Source: an optimization exercise on an open RTL-to-GDS flow (aim: small area, a short achievable clock period and few clock cycles). Production flows keep margins and buffers that such runs may drop. Only simulation tests tie the RTL to the original design; equivalence was not proved.

==> flow/design.v, too long to show whole: its modules and the start of the top module <==
// module apb_host_port: 55 lines
// module topcontrol: 77 lines
// module kernel_buffer: 18 lines
// module feature_window: 33 lines
// module conv_pe_core: 81 lines
// module mac_tree: 3995 lines
// module write2control: 15 lines
// module hwcnn_top: 52 lines
module hwcnn_top (
	input  logic                        clk,
	input  logic                        arst_n,
	input  logic                        apb_psel,
	input  logic                        apb_penable,
	input  logic                        apb_pwrite,
	input  logic [12-1:0]    apb_paddr,
	input  logic [32-1:0]    apb_pwdata,
	output logic                        apb_pready,
	output logic [32-1:0]    apb_prdata,
	output logic                        apb_pslverr,
	input  logic [32-1:0]    instruct,
	input  logic                        inst_empty,
	output logic                        inst_req,
	output logic                        busy
);
  // ...
==> flow/run.sh <==
#!/bin/bash
# synth_recipe.tcl (not shown) runs the flow's synth.tcl, then flattens the netlist and writes it again
# the make line also repeats each setting of config.mk as NAME=value (left out here)
make -C /OpenROAD-flow-scripts/flow DESIGN_CONFIG=/design/flow/config.mk WORK_HOME=/design/flow/orfs CLKGATE_MAP_FILE= SYNTH_SCRIPT=/design/flow/synth_recipe.tcl finish
==> flow/config.mk <==
export PLATFORM = sky130hd
export DESIGN_NAME = hwcnn_top
export DESIGN_NICKNAME = hwcnn_top
export VERILOG_FILES = /design/flow/design.v
export SDC_FILE = /design/flow/constraint.sdc
export NUM_CORES = 4
export LEC_CHECK = 0
export ABC_CLOCK_PERIOD_IN_PS = 3500
export CAP_MARGIN = 20
export CORE_MARGIN = 2
export CORE_UTILIZATION = 50
export SETUP_SLACK_MARGIN = 3.0
export SLEW_MARGIN = 20
==> flow/constraint.sdc <==
create_clock -name core_clock -period 7.0 [get_ports {clk}]
set_input_delay 1.4000 -clock core_clock [delete_from_list [all_inputs] [get_ports {clk}]]
set_output_delay 1.4000 -clock core_clock [all_outputs]
set_load 0.01 [all_outputs]
==> summary.txt, run 1 <==
clk tree area frac under 10%; clock latency at the later pin of the worst-skew pair slightly below 0.9 ns; # nets final ~7600; vias in the first global route between 60000 and 70000; clock root buffer master clkbuf_16; Worst-Margin Slew approximately 1.2 ns; DRT Wirelength between 200000 and 300000 um; Non-clock inverters 655; fmax between 200 and 300 MHz; Via density approximately 6.1; crit-path most repeated cell mux4_2; Die Y 456 um; number of synthesized register bits around 2000; DR WL met2 145000 um; Die Wd around 460 um; Compound-Gate Fraction of Synth Area approximately 3.6%; Seq area share 46.5%; Mapped Area 102000 um2; drt wl/cell about 31 um; met1 Usage GRT ~40%; Multi-In Gates ~3800; outcome timing/DRC/antenna clean; multi-input combinational area share 40.3%; met2 usage approximately 47%; H-tree levels 4
Testbench counts, summed over its fixed seeds: cycles 23,822.
==> module topcontrol, before the edit <==
module topcontrol (
	input  logic                               clk,
	input  logic                               arst_n,
	input  logic [32-1:0]           instruct,
	input  logic                               inst_empty,
	output logic                               inst_req,
	output logic [2:0][6-1:0]     col_addr,    
	output logic                               col_valid,
	output logic [$clog2(4)-1:0]  ker_idx,
	output logic [20+$clog2(20):0] pe_ctrl,   
	output logic [5-1:0]           res_addr,
	input  logic                               pe_busy,     
	output logic                               busy
);
	hwcnn_pkg::inst_word_u               inst_w;
	logic                                inst_v;      
	logic                                take_bias;
	logic                                take_conv;
	logic                                free;        
	logic                                free_d;
	logic [5-1:0]            rem;         
	logic [5-1:0]            rem_d;
	logic                                inst_v_d;
	logic signed [20-1:0]      bias_rf [4];
	logic [6-1:0]           ll;
	assign inst_w    = instruct;
	assign free      = (rem <= 5'(1));
	assign take_bias = inst_v && (inst_w.bias.op == hwcnn_pkg::LOAD_BIAS);
	assign take_conv = inst_v && (inst_w.conv.op == hwcnn_pkg::CONV) && free;
	assign col_valid = (rem != '0);
	always_comb begin
		if (take_conv)
			rem_d = inst_w.conv.out_count;
		else if (rem != '0)
			rem_d = rem - 1'b1;
		else
			rem_d = rem;
		inst_v_d = (inst_req && !inst_empty) || (inst_v && !(take_bias || take_conv));
		free_d   = (rem_d <= 5'(1));
	end
	always_ff @(posedge clk or negedge arst_n) begin
		if (!arst_n) begin
			inst_v   <= 1'b0;
			inst_req <= 1'b0;
			rem      <= '0;
			busy     <= 1'b0;
		end else begin
			inst_v   <= inst_v_d;
			inst_req <= !inst_v_d || free_d;
			rem      <= rem_d;
			busy     <= inst_v_d || (rem_d != '0) || pe_busy;
		end
	end
	always_ff @(posedge clk or negedge arst_n) begin
		if (!arst_n) begin
			for (int i = 0; i < 4; i++)
				bias_rf[i] <= '0;
		end else if (take_bias) begin
			bias_rf[inst_w.bias.bias_idx] <= inst_w.bias.imm;
		end
	end
	assign ll = 6'(inst_w.conv.line_len);
	always_ff @(posedge clk) begin
		if (take_conv) begin
			col_addr[0] <= inst_w.conv.feat_start;
			col_addr[1] <= inst_w.conv.feat_start + ll;
			col_addr[2] <= inst_w.conv.feat_start + {ll[6-2:0], 1'b0};
			res_addr    <= inst_w.conv.res_start;
			ker_idx     <= inst_w.conv.ker_idx;
			pe_ctrl     <= {bias_rf[inst_w.conv.bias_idx], inst_w.conv.shift, inst_w.conv.relu};
		end else begin
			for (int r = 0; r < 3; r++)
				col_addr[r] <= col_addr[r] + 1'b1;
			res_addr <= res_addr + 1'b1;
		end
	end
endmodule
==> module kernel_buffer, before the edit <==
module kernel_buffer (
	input  logic                                 clk,
	input  logic                                 ker_wr_en,
	input  logic [$clog2(4*9)-1:0]  ker_wr_addr,
	input  logic [8-1:0]             ker_wr_data,
	input  logic [$clog2(4)-1:0]    ker_idx,
	output logic [8:0][8-1:0]        kernel
);
	logic [8-1:0] ker_mem [0:4*9-1];   
	always_ff @(posedge clk) begin
		if (ker_wr_en)
			ker_mem[ker_wr_addr] <= ker_wr_data;
	end
	always_ff @(posedge clk) begin
		for (int t = 0; t < 9; t++)
			kernel[t] <= ker_mem[ker_idx * 9 + t];
	end
endmodule
==> module feature_window, before the edit <==
module feature_window (
	input  logic                            clk,
	input  logic                            feat_wr_en,
	input  logic [6-1:0]       feat_wr_addr,
	input  logic [8-1:0]        feat_wr_data,
	input  logic [2:0][6-1:0]  col_addr,   
	output logic [8:0][8-1:0]   window      
);
	localparam int BANK_D = (1 << 6) / 4;
	logic [8-1:0] bank [4][BANK_D];
	logic [2:0][3:0][8-1:0] bank_rd;   
	logic [6-3:0] hi;
	logic [6-3:0] hi1;
	logic [1:0]                lo;
	always_ff @(posedge clk) begin
		if (feat_wr_en)
			bank[feat_wr_addr[1:0]][feat_wr_addr[6-1:2]] <= feat_wr_data;
	end
	always_comb begin
		for (int r = 0; r < 3; r++) begin
			hi  = col_addr[r][6-1:2];
			hi1 = hi + 1'b1;
			lo  = col_addr[r][1:0];
			for (int b = 0; b < 4; b++)
				bank_rd[r][b] = bank[b][(2'(b) < lo) ? hi1 : hi];
		end
	end
	always_ff @(posedge clk) begin
		for (int r = 0; r < 3; r++)
			for (int c = 0; c < 3; c++)
				window[r*3 + c] <= bank_rd[r][2'(col_addr[r][1:0] + 2'(c))];
	end
endmodule
==> module hwcnn_top, before the edit <==
module hwcnn_top (
	input  logic                        clk,
	input  logic                        arst_n,
	input  logic                        apb_psel,
	input  logic                        apb_penable,
	input  logic                        apb_pwrite,
	input  logic [12-1:0]    apb_paddr,
	input  logic [32-1:0]    apb_pwdata,
	output logic                        apb_pready,
	output logic [32-1:0]    apb_prdata,
	output logic                        apb_pslverr,
	input  logic [32-1:0]    instruct,
	input  logic                        inst_empty,
	output logic                        inst_req,
	output logic                        busy
);
	hwcnn_bus_pkg::apb_req_t                 apb_req;
	hwcnn_bus_pkg::apb_rsp_t                 apb_rsp;
	assign apb_req.psel    = apb_psel;
	assign apb_req.penable = apb_penable;
	assign apb_req.pwrite  = apb_pwrite;
	assign apb_req.paddr   = apb_paddr;
	assign apb_req.pwdata  = apb_pwdata;
	assign apb_pready      = apb_rsp.pready;
	assign apb_prdata      = apb_rsp.prdata;
	assign apb_pslverr     = apb_rsp.pslverr;
	logic                                    feat_wr_en;
	logic [6-1:0]               feat_wr_addr;
	logic [8-1:0]                feat_wr_data;
	logic                                    ker_wr_en;
	logic [$clog2(4*9)-1:0]     ker_wr_addr;
	logic [8-1:0]                ker_wr_data;
	logic [5-1:0]                res_rd_addr;
	logic [16-1:0]                 res_rd_data;
	logic [2:0][6-1:0]          col_addr;
	logic                                    col_valid;
	logic [$clog2(4)-1:0]       ker_idx;
	hwcnn_pkg::pe_ctrl_t                     pe_ctrl;
	logic [5-1:0]                res_addr;
	logic                                    pe_busy;
	hwcnn_pkg::window_t                      window;
	hwcnn_pkg::kernel_t                      kernel;
	logic signed [16-1:0]          result;
	logic [5-1:0]                result_addr;
	logic                                    result_valid;
	apb_host_port hport (.*);
	topcontrol tctrl (.*);
	kernel_buffer kbuf (.*);
	feature_window fwin (.*);
	conv_pe_core pec (.*);
	write2control w2c (.*);
endmodule
==> run 2, diff against run 1 <==
--- a/flow/design.v
+++ b/flow/design.v
@@ -110,7 +110,8 @@
 	input  logic [32-1:0]           instruct,
 	input  logic                               inst_empty,
 	output logic                               inst_req,
-	output logic [2:0][6-1:0]     col_addr,    
+	output logic [2:0][1:0]                    rd_lo,       
+	output logic [2:0][3:0][6-3:0] rd_hi,      
 	output logic                               col_valid,
 	output logic [$clog2(4)-1:0]  ker_idx,
 	output logic [20+$clog2(20):0] pe_ctrl,   
@@ -129,6 +130,7 @@
 	logic                                inst_v_d;
 	logic signed [20-1:0]      bias_rf [4];
 	logic [6-1:0]           ll;
+	logic [2:0][6-1:0]      row0;        
 	assign inst_w    = instruct;
 	assign free      = (rem <= 5'(1));
 	assign take_bias = inst_v && (inst_w.bias.op == hwcnn_pkg::LOAD_BIAS);
@@ -166,17 +168,28 @@
 		end
 	end
 	assign ll = 6'(inst_w.conv.line_len);
+	always_comb begin
+		row0[0] = inst_w.conv.feat_start;
+		row0[1] = inst_w.conv.feat_start + ll;
+		row0[2] = inst_w.conv.feat_start + {ll[6-2:0], 1'b0};
+	end
 	always_ff @(posedge clk) begin
 		if (take_conv) begin
-			col_addr[0] <= inst_w.conv.feat_start;
-			col_addr[1] <= inst_w.conv.feat_start + ll;
-			col_addr[2] <= inst_w.conv.feat_start + {ll[6-2:0], 1'b0};
+			for (int r = 0; r < 3; r++) begin
+				rd_lo[r] <= row0[r][1:0];
+				for (int k = 0; k < 4; k++)
+					rd_hi[r][k] <= 6'(row0[r] + 6'(k)) >> 2;
+			end
 			res_addr    <= inst_w.conv.res_start;
 			ker_idx     <= inst_w.conv.ker_idx;
 			pe_ctrl     <= {bias_rf[inst_w.conv.bias_idx], inst_w.conv.shift, inst_w.conv.relu};
 		end else begin
-			for (int r = 0; r < 3; r++)
-				col_addr[r] <= col_addr[r] + 1'b1;
+			for (int r = 0; r < 3; r++) begin
+				rd_lo[r] <= rd_lo[r] + 1'b1;
+				for (int k = 0; k < 4; k++)
+					if (2'(rd_lo[r] + 2'(k)) == 2'd3)
+						rd_hi[r][k] <= rd_hi[r][k] + 1'b1;
+			end
 			res_addr <= res_addr + 1'b1;
 		end
 	end
@@ -190,14 +203,15 @@
 	input  logic [$clog2(4)-1:0]    ker_idx,
 	output logic [8:0][8-1:0]        kernel
 );
-	logic [8-1:0] ker_mem [0:4*9-1];   
-	always_ff @(posedge clk) begin
-		if (ker_wr_en)
-			ker_mem[ker_wr_addr] <= ker_wr_data;
-	end
-	always_ff @(posedge clk) begin
-		for (int t = 0; t < 9; t++)
-			kernel[t] <= ker_mem[ker_idx * 9 + t];
+	for (genvar t = 0; t < 9; t++) begin : g_tap
+		logic [8-1:0] km [4];   
+		always_ff @(posedge clk) begin
+			for (int k = 0; k < 4; k++)
+				if (ker_wr_en && ker_wr_addr == $clog2(4*9)'(k*9 + t))
+					km[k] <= ker_wr_data;
+		end
+		always_ff @(posedge clk)
+			kernel[t] <= km[ker_idx];
 	end
 endmodule
 `timescale 1ns/1ps
@@ -206,32 +220,26 @@
 	input  logic                            feat_wr_en,
 	input  logic [6-1:0]       feat_wr_addr,
 	input  logic [8-1:0]        feat_wr_data,
-	input  logic [2:0][6-1:0]  col_addr,   
+	input  logic [2:0][1:0]                 rd_lo,      
+	input  logic [2:0][3:0][6-3:0] rd_hi,  
 	output logic [8:0][8-1:0]   window      
 );
 	localparam int BANK_D = (1 << 6) / 4;
-	logic [8-1:0] bank [4][BANK_D];
 	logic [2:0][3:0][8-1:0] bank_rd;   
-	logic [6-3:0] hi;
-	logic [6-3:0] hi1;
-	logic [1:0]                lo;
-	always_ff @(posedge clk) begin
-		if (feat_wr_en)
-			bank[feat_wr_addr[1:0]][feat_wr_addr[6-1:2]] <= feat_wr_data;
-	end
-	always_comb begin
-		for (int r = 0; r < 3; r++) begin
-			hi  = col_addr[r][6-1:2];
-			hi1 = hi + 1'b1;
-			lo  = col_addr[r][1:0];
-			for (int b = 0; b < 4; b++)
-				bank_rd[r][b] = bank[b][(2'(b) < lo) ? hi1 : hi];
+	for (genvar b = 0; b < 4; b++) begin : g_bank
+		logic [8-1:0] fm [BANK_D];
+		always_ff @(posedge clk) begin
+			if (feat_wr_en && feat_wr_addr[1:0] == 2'(b))
+				fm[feat_wr_addr[6-1:2]] <= feat_wr_data;
+		end
+		for (genvar r = 0; r < 3; r++) begin : g_row
+			assign bank_rd[r][b] = fm[rd_hi[r][3-b]];
 		end
 	end
 	always_ff @(posedge clk) begin
 		for (int r = 0; r < 3; r++)
 			for (int c = 0; c < 3; c++)
-				window[r*3 + c] <= bank_rd[r][2'(col_addr[r][1:0] + 2'(c))];
+				window[r*3 + c] <= bank_rd[r][2'(rd_lo[r] + 2'(c))];
 	end
 endmodule
 `timescale 1ns/1ps
@@ -4362,7 +4370,8 @@
 	logic [8-1:0]                ker_wr_data;
 	logic [5-1:0]                res_rd_addr;
 	logic [16-1:0]                 res_rd_data;
-	logic [2:0][6-1:0]          col_addr;
+	logic [2:0][1:0]                         rd_lo;
+	logic [2:0][3:0][6-3:0]     rd_hi;
 	logic                                    col_valid;
 	logic [$clog2(4)-1:0]       ker_idx;
 	hwcnn_pkg::pe_ctrl_t                     pe_ctrl;
==> flow/config.mk (replaced) <==
export PLATFORM = sky130hd
export DESIGN_NAME = hwcnn_top
export DESIGN_NICKNAME = hwcnn_top
export VERILOG_FILES = /design/flow/design.v
export SDC_FILE = /design/flow/constraint.sdc
export NUM_CORES = 4
export LEC_CHECK = 0
export ABC_CLOCK_PERIOD_IN_PS = 3000
export CAP_MARGIN = 20
export CORE_MARGIN = 2
export CORE_UTILIZATION = 50
export SETUP_SLACK_MARGIN = 4.0
export SLEW_MARGIN = 20
==> summary.txt, run 2 <==
outcome timing/DRC/antenna clean (unchanged); Worst Path Buf+Inv 3 (unchanged); Mapped Avg Cell Area 16.6 um2 (was 15.2 um2); Worst Path Max Fanout 2 (was 14); die area 201000 um2 (was 208000 um2); Critical Path Max Stage Delay 0.60 ns (was 0.67 ns); post-route setup slack 3.55 ns (was 3.05 ns); HP Class flip-flop to flip-flop (unchanged); CP Capture Type flip-flop (unchanged); delay-heaviest family, CP adder cells (was multiplexers); clock root buffer master clkbuf_16 (unchanged); clock latency at the later pin of the worst-skew pair 0.89 ns (about the same); ys flop type edfxtp_1 (unchanged); final setup vio count 0 (unchanged); CTS Buffer Depth 3 (unchanged); DP HPWL 187000 um (was 212000 um); count leader, synth edfxtp_1 (unchanged); # nets final 6873 (was 7583); row cnt 162 (was 166); Mapped Area 98500 um2 (was 102000 um2); cells along the critical path nand2_2 > fa_2 > inv_2 > fa_2 > inv_2 > fa_2 > fa_2 > inv_2 > fa_2 (was buf_4 > inv_2 > ha_1 > mux2i_4 > buf_4 > mux4_2 > mux4_2 > mux4_2); H-tree levels 4 (unchanged); Syn Inst Count 5942 (was 6745); number of synthesized register bits 2034 (was 1950); GRT overflow 0 (unchanged); Max Slew Vio Count 0 (unchanged); cell taking the most area after synthesis edfxtp_1 (unchanged); syn nets 6674 (was 7464); gpl congestion 0.912 (was 0.957); initial antenna violation count 8 (was 15); DR pass1 iterations 5 (was 6); unrepaired setup endpoints after global routing yes (was no); Total GRT Usage 26.7% (was 28.7%); Starting Density 50.4% (was 50.1%); DR iter-0 viols 4786 (was 6497); commonest non-fill, non-tap cell in the layout edfxtp_1 (unchanged); drt wl/cell 29.3 um (was 30.6 um); share of cells above drive strength 1 33.3% (was 22.5%); clock transition at the registers of the reported paths 0.06 ns (about the same); most frequent cells in the layout 1388 x edfxtp_1, 807 x mux4_2, 548 x inv_1 (was 1340 x edfxtp_1, 818 x mux4_2, 643 x inv_1); synth warn 21 (was 12); slowest CP cell fa_2 (was mux2i_4); DP Area 103000 um2 (was 107000 um2); Die Wd 448 um (was 456 um); register area share after synthesis 55.9% (was 51.7%); synth cell count leaders 1388 x edfxtp_1, 807 x mux4_2, 648 x inv_1, 560 x fa_1, 552 x dfxtp_1 (was 1340 x edfxtp_1, 818 x mux4_2, 644 x inv_1, 560 x fa_1, 516 x dfxtp_1); DR vias 52200 (was 59700); final worst path period need 3.45 ns (was 3.95 ns); Via density 5.83 (was 6.12); fmax 290 MHz (was 253 MHz); number of flops mapped to enable cells by yosys 1388 (was 1340); CTS Buf Count 210 (was 203); ANT nets after route 0 (unchanged); I/O Buffers 93 (unchanged); Final Skew 0.0981 ns (was 0.0873 ns); Tcrit/Tclk final 49.2% (was 56.4%); Slew headroom 25.6% (was 19.0%); vias in the first global route 54100 (was 60700); startpoint types flip-flop (unchanged); # clock sinks 2034 (was 1950); crit-path most repeated cell fa_2 (was mux4_2); crit path kind flip-flop to flip-flop (unchanged); Die Y 448 um (was 456 um); Core Area 195000 um2 (was 204000 um2); Arr. time, crit path 4.20 ns (was 4.66 ns); Synth-to-Final Area Change 13.9% (was 11.5%); cell area after layout 112000 um2 (was 114000 um2); Final Util 57.4% (was 55.9%); global-route wire length before repair 380000 um (was 429000 um); IO Count 118 (unchanged); top cells by area, synth edfxtp_1 42%, mux4_2 18%, fa_1 11%, dfxtp_1 11%, inv_1 2.5% (was edfxtp_1 39%, mux4_2 18%, fa_1 11%, dfxtp_1 10%, mux2i_1 3.0%); Post-synth ARST share 4.62% (was 4.82%); DRC errors left 0 (unchanged); synth unique cells 87 (was 81); largest net degree at the start of global routing 101 (was 129); DRT Wirelength 263000 um (was 299000 um); CP Data Required Time 7.76 ns (was 7.71 ns); max cap viols 0 (unchanged); final setup TNS 0 ns (unchanged); Worst-Margin Slew 1.11 ns (was 1.21 ns); TritonCTS clock tree yes (unchanged); Yosys top cell area share 42.3% (was 39.3%); pre-CTS setup slack 2.51 ns (was 2.44 ns); final hold vios 0 (unchanged)
==> run 2: cell type report <==
class	instances	area (um2)
fillers	15100	83200
flip-flops and latches	2034	55400
multi-input cells	2981	41200
clock buffers	280	5990
well taps	2624	3280
inverters	656	2480
repair buffers	257	2330
clock inverters	118	1470
diodes	4	10.0
repair inverters	1	7.51
==> run 2: final timing paths <==
kind                                                 from                               end  slack, ns  cells past startpoint
worst max-delay path              kbuf.kernel[12]$_DFF_P_            pec.tree.r1508$_DFF_P_       3.55                      9
worst min-delay path            pec.shift_s[1][2]$_DFF_P_         pec.shift_s[2][2]$_DFF_P_       0.27                      0
worst max register to register    kbuf.kernel[12]$_DFF_P_            pec.tree.r1508$_DFF_P_       3.55                      9
worst min register to register  pec.shift_s[1][2]$_DFF_P_         pec.shift_s[2][2]$_DFF_P_       0.27                      0
max in group asynchronous                          arst_n  tctrl.bias_rf[0][11]$_DFFE_PN0P_       5.13                      2
min in group asynchronous                          arst_n   tctrl.bias_rf[1][0]$_DFFE_PN0P_       0.58                      1
==> run 2: cells by family (layout without fill, tap and decap cells) <==
kind of cell / Yosys count / in the layout / synth area share [%]
DFF: 2034 / 2034 / 55.9
adders and majority gates: 650 / 650 / 12.5
buffers and inverters: 928 / 1312 / 3.64
xor gates and xnor gates: 88 / 88 / 0.783
other: 0 / 4 / 0
AOI/OAI and AO/OA: 222 / 223 / 1.53
and+or+nand+nor: 1040 / 1040 / 5.17
muxes: 980 / 980 / 20.4
==> run 2: layer usage <==
layer  track usage (%)  wire [um]  vias up
met3              4.04      15600      457
met1              35.1     104000    27800
li1                  -          -    22100
met4              10.2      10500        4
met2              45.1     133000     1816
met5                 0         21        -
==> run 2: per-stage QoR <==
step / std cells / hold slack [ns]
3_5_place_dp: 8493 / 0.312
3_3_place_gp: 8493 / 0.313
6_report: 8955 / 0.273
4_1_cts: 8927 / 0.267
5_1_grt: 8953 / 0.269
2_1_floorplan: 5942 / 0.310
==> run 2: timing repair <==
item	in CTS	in global routing
gates resized for setup	512	187
buffers inserted	34	14
gates cloned	2	1
pin swaps	151	102
hold buffers	0	0
endpoints found under the setup margin	245	147
endpoints found under the hold margin	0	0
Testbench counts of run 2, summed over its fixed seeds: cycles 23,822.

port drivers added, routing unchanged:
How much do the figures lean on ideal ports? The routed layouts below were timed once more, with nothing changed but the port constraints. Step 1: set_driving_cell puts a clkbuf_16 on clk and a buf_2 on each other input, an assumption about the parent block. Step 2 moves the port delays by t, midway between the first and last clock arrival at a register: inputs arrive t later, outputs are due t later. That takes back most of the time a late clock gives input paths. Three values: ideal ports, drivers, drivers and shift; two values: the first two.
| run | shift t [ns] | setup WS [ns] | hold WS [ns] | worst setup path after step 2 | worst data-port slew with drivers (ns) |
|---|---|---|---|---|---|
| run 1 | 0.931 | 3.051 / 3.051 / 2.802 | 0.279 / 0.279 / 0.279 | input to register | 0.10 |
| run 2 | 0.932 | 3.555 / 3.555 / 3.183 | 0.273 / 0.273 / 0.273 | input to register | 0.06 |
After both steps setup and hold are still met in every run listed. The setup slack of run 2, which loses most, moves by 0.000 ns with the drivers and by -0.372 ns with both steps.
